Context: an optimization exercise on an open-source flow, tuned for small area, a short achievable clock period and few clock cycles per item. The choices shown serve that exercise and are no tape-out recipe. Where RTL was checked, it was by simulation tests only, not by an equivalence proof against the original. Power figures rest on the tool's default switching activity, not on a simulated workload.

==> flow/design.v <==
`default_nettype none
package spq_pkg;
   localparam int CAPACITY  = 16;
   localparam int TAG_WIDTH = 16;
   localparam int TAG_IN_W    = 16;
   localparam int PRIO_W      = 32;
   localparam int STATUS_W    = 2;
   localparam int COUNT_OUT_W = 5;
   localparam int STORED_TAG_W = (TAG_WIDTH < TAG_IN_W) ? TAG_WIDTH : TAG_IN_W;
   localparam int ADDR_W = $clog2(CAPACITY);
   localparam int CNT_W  = $clog2(CAPACITY + 1);
   localparam logic [CNT_W-1:0] CAP_CNT = CNT_W'(CAPACITY);
   localparam logic ACT_ENQ = 1'b0;
   localparam logic ACT_DEQ = 1'b1;
   localparam logic [STATUS_W-1:0] STATUS_OK    = 2'd0;
   localparam logic [STATUS_W-1:0] STATUS_EMPTY = 2'd1;
   localparam logic [STATUS_W-1:0] STATUS_FULL  = 2'd2;
endpackage
`default_nettype wire
`default_nettype none
import spq_pkg::*;
module sorted_priority_queue_unit (
   input  wire logic                   clock,
   input  wire logic                   reset,
   input  wire logic                   req_valid,
   output wire logic                   req_ready,
   input  wire logic                   req_action,
   input  wire logic [15:0]            req_item_tag,
   input  wire logic [31:0]            req_priority,
   output wire logic                   rsp_valid,
   input  wire logic                   rsp_ready,
   output wire logic [15:0]            rsp_out_tag,
   output wire logic [31:0]            rsp_out_priority,
   output wire logic                   rsp_out_valid,
   output wire logic [1:0]             rsp_status,
   output wire logic [4:0]             rsp_entry_count
);
   localparam int N = CAPACITY;
   logic                    z_valid;
   logic                    z_act;
   logic [STORED_TAG_W-1:0] z_tag;
   logic [PRIO_W-1:0]       z_prio;
   logic                    a_valid;
   logic                    a_act;
   logic [STORED_TAG_W-1:0] a_tag;
   logic [PRIO_W-1:0]       a_prio;
   logic                    b_valid;
   logic                    b_enq_ok;
   logic                    b_deq_ok;
   logic [STATUS_W-1:0]     b_status;
   logic [STORED_TAG_W-1:0] b_tag;
   logic [PRIO_W-1:0]       b_prio;
   logic [N-1:0]            b_ge;
   logic [CNT_W-1:0]        cnt;
   logic [TAG_IN_W-1:0]     o_tag;
   logic [PRIO_W-1:0]       o_prio;
   logic [PRIO_W-1:0]       s_prio [N];
   logic [STORED_TAG_W-1:0] s_tag  [N];
   logic apply, move, take, b_free, a_free;
   logic [N-1:0] sel_hold, sel_new, sel_left, sel_right;
   logic [N-1:0] cmp, ge;
   logic cmp_x, a_enq_ok, a_deq_ok, a_full, a_empty;
   logic [STATUS_W-1:0] a_status;
   logic [CNT_W-1:0] a_cnt;
   assign req_ready = !z_valid;
   assign take      = req_valid && !z_valid;
   assign b_free    = !b_valid || rsp_ready;
   assign apply     = b_valid && rsp_ready;
   assign move      = a_valid && b_free;
   assign a_free    = !a_valid || b_free;
   always_comb begin
      for (int i = 0; i < N; i++) begin
         sel_right[i] = apply && b_deq_ok;
         sel_new[i]   = apply && b_enq_ok && !b_ge[i] && (i == 0 || b_ge[(i + N - 1) % N]);
         sel_left[i]  = apply && b_enq_ok && !b_ge[i] && (i != 0 && !b_ge[(i + N - 1) % N]);
         sel_hold[i]  = !(sel_right[i] || sel_new[i] || sel_left[i]);
      end
   end
   always_comb begin
      for (int i = 0; i < N; i++) begin
         cmp[i] = s_prio[i] >= a_prio;
      end
      cmp_x = b_prio >= a_prio;
      for (int i = 0; i < N; i++) begin
         ge[i] = ((sel_hold[i] && cmp[i])
                  || (sel_new[i] && cmp_x)
                  || (sel_left[i] && i > 0 && cmp[(i + N - 1) % N])
                  || (sel_right[i] && i < N - 1 && cmp[(i + 1) % N]))
                 && CNT_W'(i) < cnt;
      end
      a_full   = cnt == CAP_CNT;
      a_empty  = cnt == '0;
      a_enq_ok = a_act == ACT_ENQ && !a_full;
      a_deq_ok = a_act == ACT_DEQ && !a_empty;
      a_status = (a_act == ACT_ENQ && a_full) ? STATUS_FULL :
                 ((a_act == ACT_DEQ && a_empty) ? STATUS_EMPTY : STATUS_OK);
      a_cnt    = a_enq_ok ? cnt + CNT_W'(1) : (a_deq_ok ? cnt - CNT_W'(1) : cnt);
   end
   logic [PRIO_W-1:0]       h_prio;
   logic [STORED_TAG_W-1:0] h_tag;
   always_comb begin
      h_prio = ({PRIO_W{sel_hold[0]}} & s_prio[0])
             | ({PRIO_W{sel_new[0]}}  & b_prio)
             | ({PRIO_W{sel_right[0]}} & s_prio[1]);
      h_tag  = ({STORED_TAG_W{sel_hold[0]}} & s_tag[0])
             | ({STORED_TAG_W{sel_new[0]}}  & b_tag)
             | ({STORED_TAG_W{sel_right[0]}} & s_tag[1]);
   end
   always_ff @(posedge clock) begin
      for (int i = 0; i < N; i++) begin
         s_prio[i] <= ({PRIO_W{sel_hold[i]}} & s_prio[i])
                    | ({PRIO_W{sel_new[i]}}  & b_prio)
                    | ({PRIO_W{sel_left[i]}} & s_prio[(i + N - 1) % N])
                    | ({PRIO_W{sel_right[i] && i < N - 1}} & s_prio[(i + 1) % N]);
         s_tag[i]  <= ({STORED_TAG_W{sel_hold[i]}} & s_tag[i])
                    | ({STORED_TAG_W{sel_new[i]}}  & b_tag)
                    | ({STORED_TAG_W{sel_left[i]}} & s_tag[(i + N - 1) % N])
                    | ({STORED_TAG_W{sel_right[i] && i < N - 1}} & s_tag[(i + 1) % N]);
      end
   end
   always_ff @(posedge clock) begin
      if (reset) begin
         z_valid <= 1'b0;
         a_valid <= 1'b0;
         b_valid <= 1'b0;
         cnt     <= '0;
      end else begin
         if (z_valid) begin
            if (a_free) z_valid <= 1'b0;
         end else if (take && !a_free) begin
            z_valid <= 1'b1;
         end
         if (z_valid || take) begin
            if (a_free) a_valid <= 1'b1;
         end else if (move) begin
            a_valid <= 1'b0;
         end
         if (move) b_valid <= 1'b1;
         else if (apply) b_valid <= 1'b0;
         if (move) cnt <= a_cnt;
      end
      if (take && !a_free) begin
         z_act  <= req_action;
         z_tag  <= req_item_tag[STORED_TAG_W-1:0];
         z_prio <= req_priority;
      end
      if (a_free) begin
         if (z_valid) begin
            a_act  <= z_act;
            a_tag  <= z_tag;
            a_prio <= z_prio;
         end else begin
            a_act  <= req_action;
            a_tag  <= req_item_tag[STORED_TAG_W-1:0];
            a_prio <= req_priority;
         end
      end
      if (move) begin
         o_tag    <= a_deq_ok ? TAG_IN_W'(h_tag) : '0;
         o_prio   <= a_deq_ok ? h_prio : '0;
         b_enq_ok <= a_enq_ok;
         b_deq_ok <= a_deq_ok;
         b_status <= a_status;
         b_tag    <= a_tag;
         b_prio   <= a_prio;
         b_ge     <= ge;
      end
   end
   assign rsp_valid        = b_valid;
   assign rsp_out_tag      = o_tag;
   assign rsp_out_priority = o_prio;
   assign rsp_out_valid    = b_deq_ok;
   assign rsp_status       = b_status;
   assign rsp_entry_count  = COUNT_OUT_W'(cnt);
endmodule
`default_nettype wire
Settings: LEC_CHECK=0, CAP_MARGIN=20, CORE_MARGIN=2, CORE_UTILIZATION=65, SETUP_SLACK_MARGIN=3.0, SLEW_MARGIN=20, TNS_END_PERCENT=5; clock period 5.5 ns.
run.sh (not shown) runs the stock make flow with config.mk's settings and CLKGATE_MAP_FILE= SYNTH_SCRIPT=/design/flow/synth_recipe.tcl, a recipe that flattens the netlist after the stock synthesis.
Edit:
--- a/flow/design.v
+++ b/flow/design.v
@@ -51,5 +51,10 @@
    logic [STORED_TAG_W-1:0] b_tag;
    logic [PRIO_W-1:0]       b_prio;
-   logic [N-1:0]            b_ge;
+   logic [N-1:0]            b_cmp;
+   logic                    b_cmp_x;
+   logic [CNT_W-1:0]        b_pcnt;
+   logic                    p_enq;
+   logic                    p_deq;
+   logic [N-1:0]            p_ge;
    logic [CNT_W-1:0]        cnt;
    logic [TAG_IN_W-1:0]     o_tag;
@@ -58,4 +63,5 @@
    logic [STORED_TAG_W-1:0] s_tag  [N];
    logic apply, move, take, b_free, a_free;
+   logic [N-1:0] p_hold, p_new, p_left, p_right;
    logic [N-1:0] sel_hold, sel_new, sel_left, sel_right;
    logic [N-1:0] cmp, ge;
@@ -71,22 +77,7 @@
    always_comb begin
       for (int i = 0; i < N; i++) begin
-         sel_right[i] = apply && b_deq_ok;
-         sel_new[i]   = apply && b_enq_ok && !b_ge[i] && (i == 0 || b_ge[(i + N - 1) % N]);
-         sel_left[i]  = apply && b_enq_ok && !b_ge[i] && (i != 0 && !b_ge[(i + N - 1) % N]);
-         sel_hold[i]  = !(sel_right[i] || sel_new[i] || sel_left[i]);
-      end
-   end
-   always_comb begin
-      for (int i = 0; i < N; i++) begin
          cmp[i] = s_prio[i] >= a_prio;
       end
-      cmp_x = b_prio >= a_prio;
-      for (int i = 0; i < N; i++) begin
-         ge[i] = ((sel_hold[i] && cmp[i])
-                  || (sel_new[i] && cmp_x)
-                  || (sel_left[i] && i > 0 && cmp[(i + N - 1) % N])
-                  || (sel_right[i] && i < N - 1 && cmp[(i + 1) % N]))
-                 && CNT_W'(i) < cnt;
-      end
+      cmp_x    = b_prio >= a_prio;
       a_full   = cnt == CAP_CNT;
       a_empty  = cnt == '0;
@@ -96,4 +87,25 @@
                  ((a_act == ACT_DEQ && a_empty) ? STATUS_EMPTY : STATUS_OK);
       a_cnt    = a_enq_ok ? cnt + CNT_W'(1) : (a_deq_ok ? cnt - CNT_W'(1) : cnt);
+   end
+   always_comb begin
+      for (int i = 0; i < N; i++) begin
+         p_right[i] = p_deq;
+         p_new[i]   = p_enq && !p_ge[i] && (i == 0 || p_ge[(i + N - 1) % N]);
+         p_left[i]  = p_enq && !p_ge[i] && (i != 0 && !p_ge[(i + N - 1) % N]);
+         p_hold[i]  = !(p_right[i] || p_new[i] || p_left[i]);
+      end
+      for (int i = 0; i < N; i++) begin
+         ge[i] = ((p_hold[i] && b_cmp[i])
+                  || (p_new[i] && b_cmp_x)
+                  || (p_left[i] && i > 0 && b_cmp[(i + N - 1) % N])
+                  || (p_right[i] && i < N - 1 && b_cmp[(i + 1) % N]))
+                 && CNT_W'(i) < b_pcnt;
+      end
+      for (int i = 0; i < N; i++) begin
+         sel_right[i] = apply && b_deq_ok;
+         sel_new[i]   = apply && b_enq_ok && !ge[i] && (i == 0 || ge[(i + N - 1) % N]);
+         sel_left[i]  = apply && b_enq_ok && !ge[i] && (i != 0 && !ge[(i + N - 1) % N]);
+         sel_hold[i]  = !(sel_right[i] || sel_new[i] || sel_left[i]);
+      end
    end
    logic [PRIO_W-1:0]       h_prio;
@@ -164,5 +176,10 @@
          b_tag    <= a_tag;
          b_prio   <= a_prio;
-         b_ge     <= ge;
+         b_cmp    <= cmp;
+         b_cmp_x  <= cmp_x;
+         b_pcnt   <= cnt;
+         p_enq    <= apply && b_enq_ok;
+         p_deq    <= apply && b_deq_ok;
+         p_ge     <= ge;
       end
    end
Total power increases by 8.0%.
Clock skew decreases by 0.011 ns.
Cell area increases by 2.4%.
Critical path depth decreases by 2.
Non-clock buffer count decreases by 60.
Worst hold slack got worse by 0.016 ns.
Clock-buffer cell count decreases by 10.
Fmax increases by 4.0%.
Sequential power increases by about 6%.
Setup slack improved by 0.12 ns.
Register-to-register slack improved by 0.12 ns.
Testbench counts after the change, summed over its fixed seeds: cycles 4,816, items 4,800.
No functional check of the RTL was part of the first run of this note.

-- re-timing with driven ports --
No port has a modelled driver above. Below, the same layouts with a new extraction and two added sets of constraints. Step 1, drivers: a clkbuf_16 drives clock and a buf_2 each remaining input, both assumed. Step 2 also shifts input and output timing later by t, the mid clock arrival at the registers, as if the neighbouring blocks saw the same clock. a / b / c = ideal / step 1 / step 2; a / b = the first two.
| run | shift t [ns] | setup WS [ns] | cell pins on the clock port's net |
|---|---|---|---|
| the first run | 0.767 | 2.460 / 2.460 / 1.916 | 1 |
| the second run | 0.761 | 2.576 / 2.576 / 1.995 | 1 |
After both steps every run listed still meets setup and hold. For the second run, which loses most, drivers alone change the setup slack by 0.000 ns; drivers and shift together by -0.581 ns.
